From an optimization exercise on the open Yosys and OpenROAD flow, aimed at small area, a short achievable clock period and few clock cycles; shortcuts taken in it are not production practice. Where RTL was checked, it was by simulation tests only, not by an equivalence proof against the original. Power and IR drop assume default switching activity.

## alpha
## deparser_top
module deparser_top
(
	input wire clk,
	input wire aresetn,
	input deparser_pkg::phv_t phv,
	input wire phv_empty,
	output logic phv_rd_en,
	input deparser_pkg::vlan_id_t vlan_id,
	input wire vlan_empty,
	output logic vlan_rd_en,
	input deparser_pkg::head_data_t head_data,
	input deparser_pkg::head_keep_t head_keep,
	input deparser_pkg::head_last_t head_last,
	input wire head_empty,
	output logic head_rd_en,
	input deparser_pkg::seg_data_t body_data,
	input deparser_pkg::seg_keep_t body_keep,
	input wire body_last,
	input wire body_empty,
	output logic body_rd_en,
	output deparser_pkg::seg_data_t out_data,
	output deparser_pkg::seg_keep_t out_keep,
	output logic out_last,
	output logic out_valid,
	input wire out_ready,
	input deparser_pkg::seg_data_t ctrl_data,
	input wire ctrl_valid,
	input wire ctrl_last
);
clock: 9.0 ns
lec_check: 0
cap_margin: 20
core_margin: 2
core_utilization: 40
cts_buf_list: sky130_fd_sc_hd__clkbuf_8
cts_cluster_diameter: 50
cts_cluster_size: 14
setup_slack_margin: 5.0
slew_margin: 20
synth_hierarchical: 1
synth_minimum_keep_size: 1000000
standard.sh (not shown) runs the stock make flow with config.mk's settings and CLKGATE_MAP_FILE= SYNTH_SCRIPT=/design/flow/synth_recipe.tcl, a recipe that flattens the netlist after the stock synthesis.
==> flow/flow/run.sh <==
#!/bin/bash
set -uo pipefail
here=$(pwd)
export BUFFER_PORTS_ARGS="-buffer_cell sky130_fd_sc_hd__buf_1"
export CTS_ARGS="-sink_clustering_enable -repair_clock_nets -dont_use_dummy_load -sink_clustering_size 14 -sink_clustering_max_diameter 50 -buf_list sky130_fd_sc_hd__clkbuf_8"
export IO_CONSTRAINTS="$here/flow/io.tcl"
bash standard.sh > standard.log 2>&1
==> flow/flow/io.tcl <==
# Keep the FIFO handshake pins and the output handshake next to each other, so the
# paths from an empty flag to its read enable stay short.
set ctl {vlan_empty vlan_rd_en phv_empty phv_rd_en phv[384] head_empty head_rd_en head_last[0] head_last[1] body_empty body_rd_en body_last out_ready out_valid}
set_io_pin_constraint -pin_names $ctl -region right:180-220
Both conditions hold for alpha: the flow ran to the end and the final layout passed the timing, design-rule and antenna checks.
Testbench counts of alpha, summed over its fixed seeds: cycles 7,778.
What delta does differently from alpha at the input level:
-- flow/design.v --
<<< alpha, line 35
	deparser_pkg::ctrl_state_t state;
	deparser_pkg::act_entry_t data_rev;
	logic [31:0] packed_acts;
	always_comb begin
		for (int i = 0; i < 8; i++)
>>> delta, line 35
	deparser_pkg::ctrl_state_t state;
	deparser_pkg::act_entry_t data_rev;
	logic [31:0] acts, acts_q;
	always_comb begin
		for (int i = 0; i < 8; i++)
<<< alpha, line 41
	end
	always_comb begin
		logic [7:0] act;
		int n;
		packed_acts = '0;
		n = 0;
		for (int a = 0; a < 4; a++) begin
			act[7:6] = (data_rev[16*(3-a)] && data_rev[16*(3-a)+10 +: 3] == 3'b000) ?
				data_rev[16*(3-a)+1 +: 2] : 2'b00;
			act[5:4] = data_rev[16*(3-a)+3 +: 2];
			act[3:0] = data_rev[16*(3-a)+6 +: 4];
			if (act[7:6] != 2'b00) begin
				packed_acts[8*n +: 8] = act;
				n = n + 1;
			end
>>> delta, line 41
	end
	always_comb begin
		for (int a = 0; a < 4; a++) begin
			acts[8*a+6 +: 2] = (data_rev[16*(3-a)] && data_rev[16*(3-a)+10 +: 3] == 3'b000) ?
				data_rev[16*(3-a)+1 +: 2] : 2'b00;
			acts[8*a+4 +: 2] = data_rev[16*(3-a)+3 +: 2];
			acts[8*a +: 4] = data_rev[16*(3-a)+6 +: 4];
		end
	end
	always_comb begin
		int n;
		wr_data = '0;
		n = 0;
		for (int a = 0; a < 4; a++) begin
			if (acts_q[8*a+6 +: 2] != 2'b00) begin
				wr_data[8*n +: 8] = acts_q[8*a +: 8];
				n = n + 1;
			end
<<< alpha, line 81
		if (ctrl_valid && state == deparser_pkg::WAIT_ADDR)
			wr_addr <= ctrl_data[8 +: $clog2(32)];
		wr_data <= packed_acts;
	end
endmodule
>>> delta, line 84
		if (ctrl_valid && state == deparser_pkg::WAIT_ADDR)
			wr_addr <= ctrl_data[8 +: $clog2(32)];
		if (ctrl_valid && state == deparser_pkg::WAIT_DATA)
			acts_q <= acts;
	end
endmodule
<<< alpha, line 90
(
	input wire clk,
	input wire wr_en,
	input deparser_pkg::table_addr_t wr_addr,
>>> delta, line 94
(
	input wire clk,
	input wire aresetn,
	input wire wr_en,
	input deparser_pkg::table_addr_t wr_addr,
<<< alpha, line 96
	output logic [31:0] rd_data
);
	logic [31:0] mem [32];
	always_ff @(posedge clk) begin
		if (wr_en)
			mem[wr_addr] <= wr_data;
	end
	assign rd_data = mem[rd_addr];
endmodule
`default_nettype wire
>>> delta, line 101
	output logic [31:0] rd_data
);
	logic [31:0] pos0 [32/2];
	logic [31:0] pos1 [32/2];
	logic ph, pend, land;
	deparser_pkg::table_addr_t rd_slot;
	assign land = (wr_en || pend) && wr_addr[0] == !ph;
	always_ff @(posedge clk) begin
		ph <= !ph;
		for (int k = 0; k < 32/2; k++) begin
			pos1[k] <= pos0[k];
			pos0[k] <= (land && wr_addr[4:1] == k) ? wr_data : pos1[k];
		end
	end
	always_ff @(posedge clk) begin
		if (!aresetn)
			pend <= 1'b0;
		else
			pend <= (wr_en || pend) && !land;
	end
	assign rd_slot = {rd_addr[4:1], rd_addr[0] ^ ph};
	always_comb begin
		rd_data = '0;
		for (int k = 0; k < 32/2; k++) begin
			rd_data = rd_data | ({32{rd_slot == 5'(2*k)}} & pos0[k]);
			rd_data = rd_data | ({32{rd_slot == 5'(2*k+1)}} & pos1[k]);
		end
	end
endmodule
`default_nettype wire
<<< alpha, line 205
		.ctrl_valid(ctrl_valid), .ctrl_last(ctrl_last), .wr_en(wr_en), .wr_addr(wr_addr),
		.wr_data(wr_data));
	act_table_ram u_ram (.clk(clk), .wr_en(wr_en), .wr_addr(wr_addr), .wr_data(wr_data),
		.rd_addr(rd_addr), .rd_data(lookup));
	logic [31:0] e0, e0_n;
>>> delta, line 230
		.ctrl_valid(ctrl_valid), .ctrl_last(ctrl_last), .wr_en(wr_en), .wr_addr(wr_addr),
		.wr_data(wr_data));
	act_table_ram u_ram (.clk(clk), .aresetn(aresetn), .wr_en(wr_en), .wr_addr(wr_addr), .wr_data(wr_data),
		.rd_addr(rd_addr), .rd_data(lookup));
	logic [31:0] e0, e0_n;
Findings:
Per the final summary, delta finished and its layout is clean on timing, DRC and antenna. delta improves on alpha in wire length after detailed routing. Comparing the two runs side by side, delta comes out ahead of alpha on least setup slack across all paths after layout. Relative to alpha, fraction of cell area in non-clock buffers has increased by 0.71 points in delta. From alpha to delta the numbers moved as follows: power went down 11%; maximum fanout count along the critical path went up 1.
Testbench counts of delta, summed over its fixed seeds: cycles 7,778.

Setup of job 3266:
deparser_top, a different RTL version from the one above (not shown whole).
Size: about 3,800 cells after synthesis, roughly 64,000 um^2 of cells after synthesis.
export LEC_CHECK = 0
export CAP_MARGIN = 20
export CORE_MARGIN = 2
export CORE_UTILIZATION = 40
export SETUP_SLACK_MARGIN = 4.5
export SLEW_MARGIN = 20
export SYNTH_HIERARCHICAL = 1
export SYNTH_MINIMUM_KEEP_SIZE = 1000000
create_clock -name core_clock -period 9.0 [get_ports {clk}]
run.sh (not shown) runs the stock make flow with config.mk's settings and CLKGATE_MAP_FILE= SYNTH_SCRIPT=/design/flow/synth_recipe.tcl, a recipe that flattens the netlist after the stock synthesis.
Stock flow here: none of the scripts above is used.
Modified inputs, job 4477 compared to job 3266
-- flow/design.v --
<<< job 3266, line 35
	deparser_pkg::ctrl_state_t state;
	deparser_pkg::act_entry_t data_rev;
	logic [31:0] packed_acts;
	always_comb begin
		for (int i = 0; i < 8; i++)
>>> job 4477, line 35
	deparser_pkg::ctrl_state_t state;
	deparser_pkg::act_entry_t data_rev;
	always_comb begin
		for (int i = 0; i < 8; i++)
<<< job 3266, line 41
	end
	always_comb begin
		logic [7:0] act;
		int n;
		packed_acts = '0;
		n = 0;
		for (int a = 0; a < 4; a++) begin
			act[7:6] = (data_rev[16*(3-a)] && data_rev[16*(3-a)+10 +: 3] == 3'b000) ?
				data_rev[16*(3-a)+1 +: 2] : 2'b00;
			act[5:4] = data_rev[16*(3-a)+3 +: 2];
			act[3:0] = data_rev[16*(3-a)+6 +: 4];
			if (act[7:6] != 2'b00) begin
				packed_acts[8*n +: 8] = act;
				n = n + 1;
			end
		end
	end
	always_ff @(posedge clk) begin
		if (!aresetn) begin
			state <= deparser_pkg::WAIT_HDR;
			wr_en <= 1'b0;
		end else begin
			wr_en <= ctrl_valid && state == deparser_pkg::WAIT_DATA;
			if (ctrl_valid) begin
				case (state)
>>> job 4477, line 40
	end
	always_comb begin
		for (int a = 0; a < 4; a++) begin
			wr_data[8*a+6 +: 2] = (data_rev[16*(3-a)] && data_rev[16*(3-a)+10 +: 3] == 3'b000) ?
				data_rev[16*(3-a)+1 +: 2] : 2'b00;
			wr_data[8*a+4 +: 2] = data_rev[16*(3-a)+3 +: 2];
			wr_data[8*a +: 4] = data_rev[16*(3-a)+6 +: 4];
		end
	end
	assign wr_en = ctrl_valid && state == deparser_pkg::WAIT_DATA;
	always_ff @(posedge clk) begin
		if (!aresetn) begin
			state <= deparser_pkg::WAIT_HDR;
		end else begin
			if (ctrl_valid) begin
				case (state)
<<< job 3266, line 81
		if (ctrl_valid && state == deparser_pkg::WAIT_ADDR)
			wr_addr <= ctrl_data[8 +: $clog2(32)];
		wr_data <= packed_acts;
	end
endmodule
>>> job 4477, line 71
		if (ctrl_valid && state == deparser_pkg::WAIT_ADDR)
			wr_addr <= ctrl_data[8 +: $clog2(32)];
	end
endmodule
<<< job 3266, line 223
		if (ev1 ? deq_e : (!ev0 || deq_e))
			e0 <= ev1 ? e1 : lookup;
		else if (pe_step)
			e0 <= {8'h00, e0[31:8]};
		if (!ev1)
			e1 <= lookup;
>>> job 4477, line 212
		if (ev1 ? deq_e : (!ev0 || deq_e))
			e0 <= ev1 ? e1 : lookup;
		if (!ev1)
			e1 <= lookup;
<<< job 3266, line 260
	deparser_pkg::head_keep_t om0, om1, pcover;
	logic full0, full1, drop0, drop1, wp, rp, pe_act;
	logic pe_go, pe_step, pe_done, pe_ok;
	field_extract u_fx (.phv(phv), .act(e0[7:0]), .data(pdata), .wmask(pcover));
	assign pe_ok = ev0 && !(wp ? full1 : full0);
	assign pe_go = pe_ok && !phv_empty;
	assign pe_step = pe_go && !phv[384];
	assign pe_done = pe_go && (phv[384] || e0[15:14] == 2'b00);
	assign phv_rd_en = pe_done;
	assign deq_e = pe_done;
>>> job 4477, line 247
	deparser_pkg::head_keep_t om0, om1, pcover;
	logic full0, full1, drop0, drop1, wp, rp, pe_act;
	logic [3:0] rem_q, rem, cur;
	logic [7:0] cur_act;
	logic pe_go, pe_step, pe_done;
	always_comb begin
		for (int a = 0; a < 4; a++)
			rem[a] = pe_act ? rem_q[a] : (e0[8*a+6 +: 2] != 2'b00);
		cur = rem & ~(rem - 4'd1);  
		cur_act = '0;
		for (int a = 0; a < 4; a++)
			if (cur[a]) cur_act = e0[8*a +: 8];
	end
	field_extract u_fx (.phv(phv), .act(cur_act), .data(pdata), .wmask(pcover));
	assign pe_go = ev0 && !phv_empty && !(wp ? full1 : full0);
	assign pe_step = pe_go && !phv[384];
	assign pe_done = pe_go && (phv[384] || (rem & ~cur) == 4'd0);
	assign phv_rd_en = pe_done;
	assign deq_e = pe_done;
<<< job 3266, line 311
	end
	always_ff @(posedge clk) begin
		if (pe_done && !wp)
			drop0 <= phv[384];
>>> job 4477, line 307
	end
	always_ff @(posedge clk) begin
		if (pe_go)
			rem_q <= rem & ~cur;
		if (pe_done && !wp)
			drop0 <= phv[384];
Notes after the runs:
On share of the final layout cell area in multi-input gates: job 4477 sits above job 3266. Job 4477 against job 3266: post-detailed-routing wire length went up 11,000 um, number of cells on the critical path down 2, sequential power held steady. Job 4477 vs job 3266 — routed length on met3 dropped slightly. [compare] base=job 3266 new=job 4477: fmax shows a reduction of 2.0%, setup slack shows a reduction of 0.092 ns, maximum cell stage delay along the critical path shows a reduction of 0.45 ns, area after synthesis shows an increase of 1.2%. In the reports for job 4477 and job 3266, the smaller part of the total power dissipated in the clock network belongs to job 4477. Taking job 3266 as the reference, in job 4477 critical path arrival saw a decrease; cell count grew by about 4%; met2 usage picked up an extra 1.2 points.
No run of this note included a check of the RTL's function; only the layout flow was run.

willow:
deparser_top, a different RTL version from the one above (not shown whole).
Size in the first run: ~4,400 cells after synthesis, ~1,500 flip-flops, about 770 I/O pins, roughly 54,000 µm² of cells after synthesis.
clock: 9.0 ns
lec_check: 0
cap_margin: 20
core_margin: 2
core_utilization: 40
cts_buf_list: sky130_fd_sc_hd__clkbuf_8
cts_cluster_diameter: 50
cts_cluster_size: 14
setup_slack_margin: 5.0
slew_margin: 20
synth_hierarchical: 1
synth_minimum_keep_size: 1000000
standard.sh (not shown) runs the stock make flow with config.mk's settings and CLKGATE_MAP_FILE= SYNTH_SCRIPT=/design/flow/synth_recipe.tcl, a recipe that flattens the netlist after the stock synthesis.
Scripts as last shown in full above: flow/flow/run.sh, flow/flow/io.tcl
willow went all the way through the flow, and no timing, DRC or antenna check failed.
Testbench counts of willow, summed over its fixed seeds: cycles 7,869.
Changes in harbor relative to willow:
--- a/flow/design.v
+++ b/flow/design.v
@@ -255,15 +255,15 @@
 	act_table_loader u_loader (.clk(clk), .aresetn(aresetn), .ctrl_data(ctrl_data),
 		.ctrl_valid(ctrl_valid), .ctrl_last(ctrl_last), .wr_en(wr_en), .wr_addr(wr_addr),
 		.wr_data(wr_data));
 	act_table_ram u_ram (.clk(clk), .aresetn(aresetn), .wr_en(wr_en), .wr_addr(wr_addr), .wr_data(wr_data),
 		.rd_addr(rd_addr), .rd_data(lookup), .rd_hit(rd_hit));
 	logic [31:0] e0, e0_n, e1;
 	deparser_pkg::table_addr_t iq0, iq1;
-	logic iv0, iv1, ev0, ev0_n, e_load, ev1, lk_on, lk_done;
+	logic iv0, iv1, ev0, ev0_n, e_load, e_load1, ev1, lk_on, lk_done;
 	logic [1:0] lk;
 	logic j0v, j0d, j1v, j1d, j0v_n, j0d_n, j1v_n, j1d_n;
 	deparser_pkg::head_data_t ov0, ov1;
 	deparser_pkg::head_keep_t om0, om1;
 	logic full0, full1, drop0, drop1, wp, rp, pe_act, seg_q;
 	logic full0_n, full1_n, drop0_n, drop1_n, wp_n, rp_n, seg_n, kd_n, ks_n;
 	logic pe_ok;   
@@ -294,21 +294,22 @@
 	assign j_enq = consume && hasbody;
 	assign j_enq_d = !k_send;
 	assign b_pop = !body_empty && (b_drop || (b_fwd1 && out_ready));
 	assign body_rd_en = !body_empty && (!o_nbd || (!o_nbf && out_ready));
 	assign b_done = b_pop && body_last;
 	assign b_fwd = b_pop && b_fwd1;
 	assign rd_addr = iq0;
-	assign lk_on = iv0 && (!ev1 || e_load);
+	assign e_load1 = ev1 && (!ev0 || deq_e);
+	assign lk_on = iv0 && (!ev1 || e_load1);
 	assign lk_done = lk_on && lk == 2'd2;
-	assign e_load = ev1 && (!ev0 || deq_e);
+	assign e_load = e_load1 || (!ev1 && lk_done && (!ev0 || deq_e));
 	always_comb begin
 		ev0_n = e_load || (ev0 && !deq_e);
 		if (e_load)
-			e0_n = e1;
+			e0_n = (!ev1 && rd_hit) ? lookup : e1;
 		else if (pe_step)
 			e0_n = {8'h00, e0[31:8]};
 		else
 			e0_n = e0;
 		j0v_n = j0v;
 		j0d_n = j0d;
 		j1v_n = j1v;
@@ -365,15 +366,15 @@
 			o_ngo <= 1'b1;
 			o_nseg0 <= 1'b1;
 			o_nbd <= 1'b1;
 			o_nbf <= 1'b1;
 			o_niv1 <= 1'b1;
 		end else begin
 			ev0 <= ev0_n;
-			ev1 <= lk_done || (ev1 && !e_load);
+			ev1 <= ev1 ? (lk_done || !e_load) : (lk_done && !e_load);
 			lk <= lk_done ? 2'd0 : lk + 2'(lk_on);
 			iv0 <= iv1 || (iv0 && !lk_done) || enq_e;
 			iv1 <= iv1 ? !lk_done : (iv0 && !lk_done && enq_e);
 			j0v <= j0v_n;
 			j1v <= j1v_n;
 			full0 <= full0_n;
 			full1 <= full1_n;
--- outcome ---
- Initial core utilization of harbor is on par with willow.
- sky130_fd_sc_hd__nand2b_4 as the cell type of the slowest stage on the worst timing path was reported by harbor, and sky130_fd_sc_hd__a21oi_4 by willow.
- harbor and willow ended up with roughly the same critical path data required time.
- Of willow and harbor, the run reporting the higher combinational power was harbor.
- The clock share of power on harbor is in line with that on willow.
- harbor improves on willow in final critical-path setup slack.
- Taking willow as the reference, in harbor non-filler instance count after layout went down, global-route wire length before repair did not really move.
- Between willow and harbor, the wire length on met2 is lower for harbor.
- Sort willow and harbor by area after synthesis desc -> top: willow
- Compared with willow, post-layout net count in harbor decreased slightly.
- harbor against willow: routed wire length per instance higher, wire length saw little to no change, total power has increased.
Testbench counts of harbor, summed over its fixed seeds: cycles 7,832.

## static timing again, ports no longer ideal
Ports are ideal in the flow. The routed layouts listed here were re-timed in OpenROAD.
Step 1: set_driving_cell puts a clkbuf_16 on clk and a buf_2 on each other input, an assumption about the parent block.
Step 2 adds t to the input delays and takes it off the output delays; t is the mean of the earliest and latest rising clock arrival at the registers after step 1. Input paths then give back, and output paths get back, about the clock's delay inside the block.
Three values: no drivers, after step 1, after step 2; two values: the first two.
| run | t, ns | setup slack, ns | worst hold slack (ns) | slew at the worst register clock pin (ns) | worst data-port slew with drivers (ns) |
|---|---|---|---|---|---|
| alpha | 0.928 | 4.847 / 4.795 / 3.994 | 0.464 / 0.464 / 0.464 | 0.10 / 0.10 | 0.50 |
| delta | 0.920 | 4.872 / 4.811 / 4.068 | 0.242 / 0.242 / 0.242 | 0.10 / 0.10 | 0.26 |
| job 3266 | 0.851 | 4.481 / 4.481 / 3.681 | 0.451 / 0.451 / 0.451 | 0.07 / 0.07 | 0.44 |
| job 4477 | 0.859 | 4.388 / 4.295 / 3.831 | 0.466 / 0.466 / 0.466 | 0.06 / 0.06 | 0.30 |
| willow | 0.879 | 4.888 / 4.783 / 4.379 | 0.283 / 0.283 / 0.283 | 0.09 / 0.09 | 0.36 |
| harbor | 0.900 | 4.907 / 4.786 / 4.303 | 0.271 / 0.271 / 0.271 | 0.09 / 0.09 | 0.33 |
After both steps every run listed still meets setup and hold. The setup slack of alpha, which loses most, moves by -0.052 ns with the drivers and by -0.853 ns with both steps.
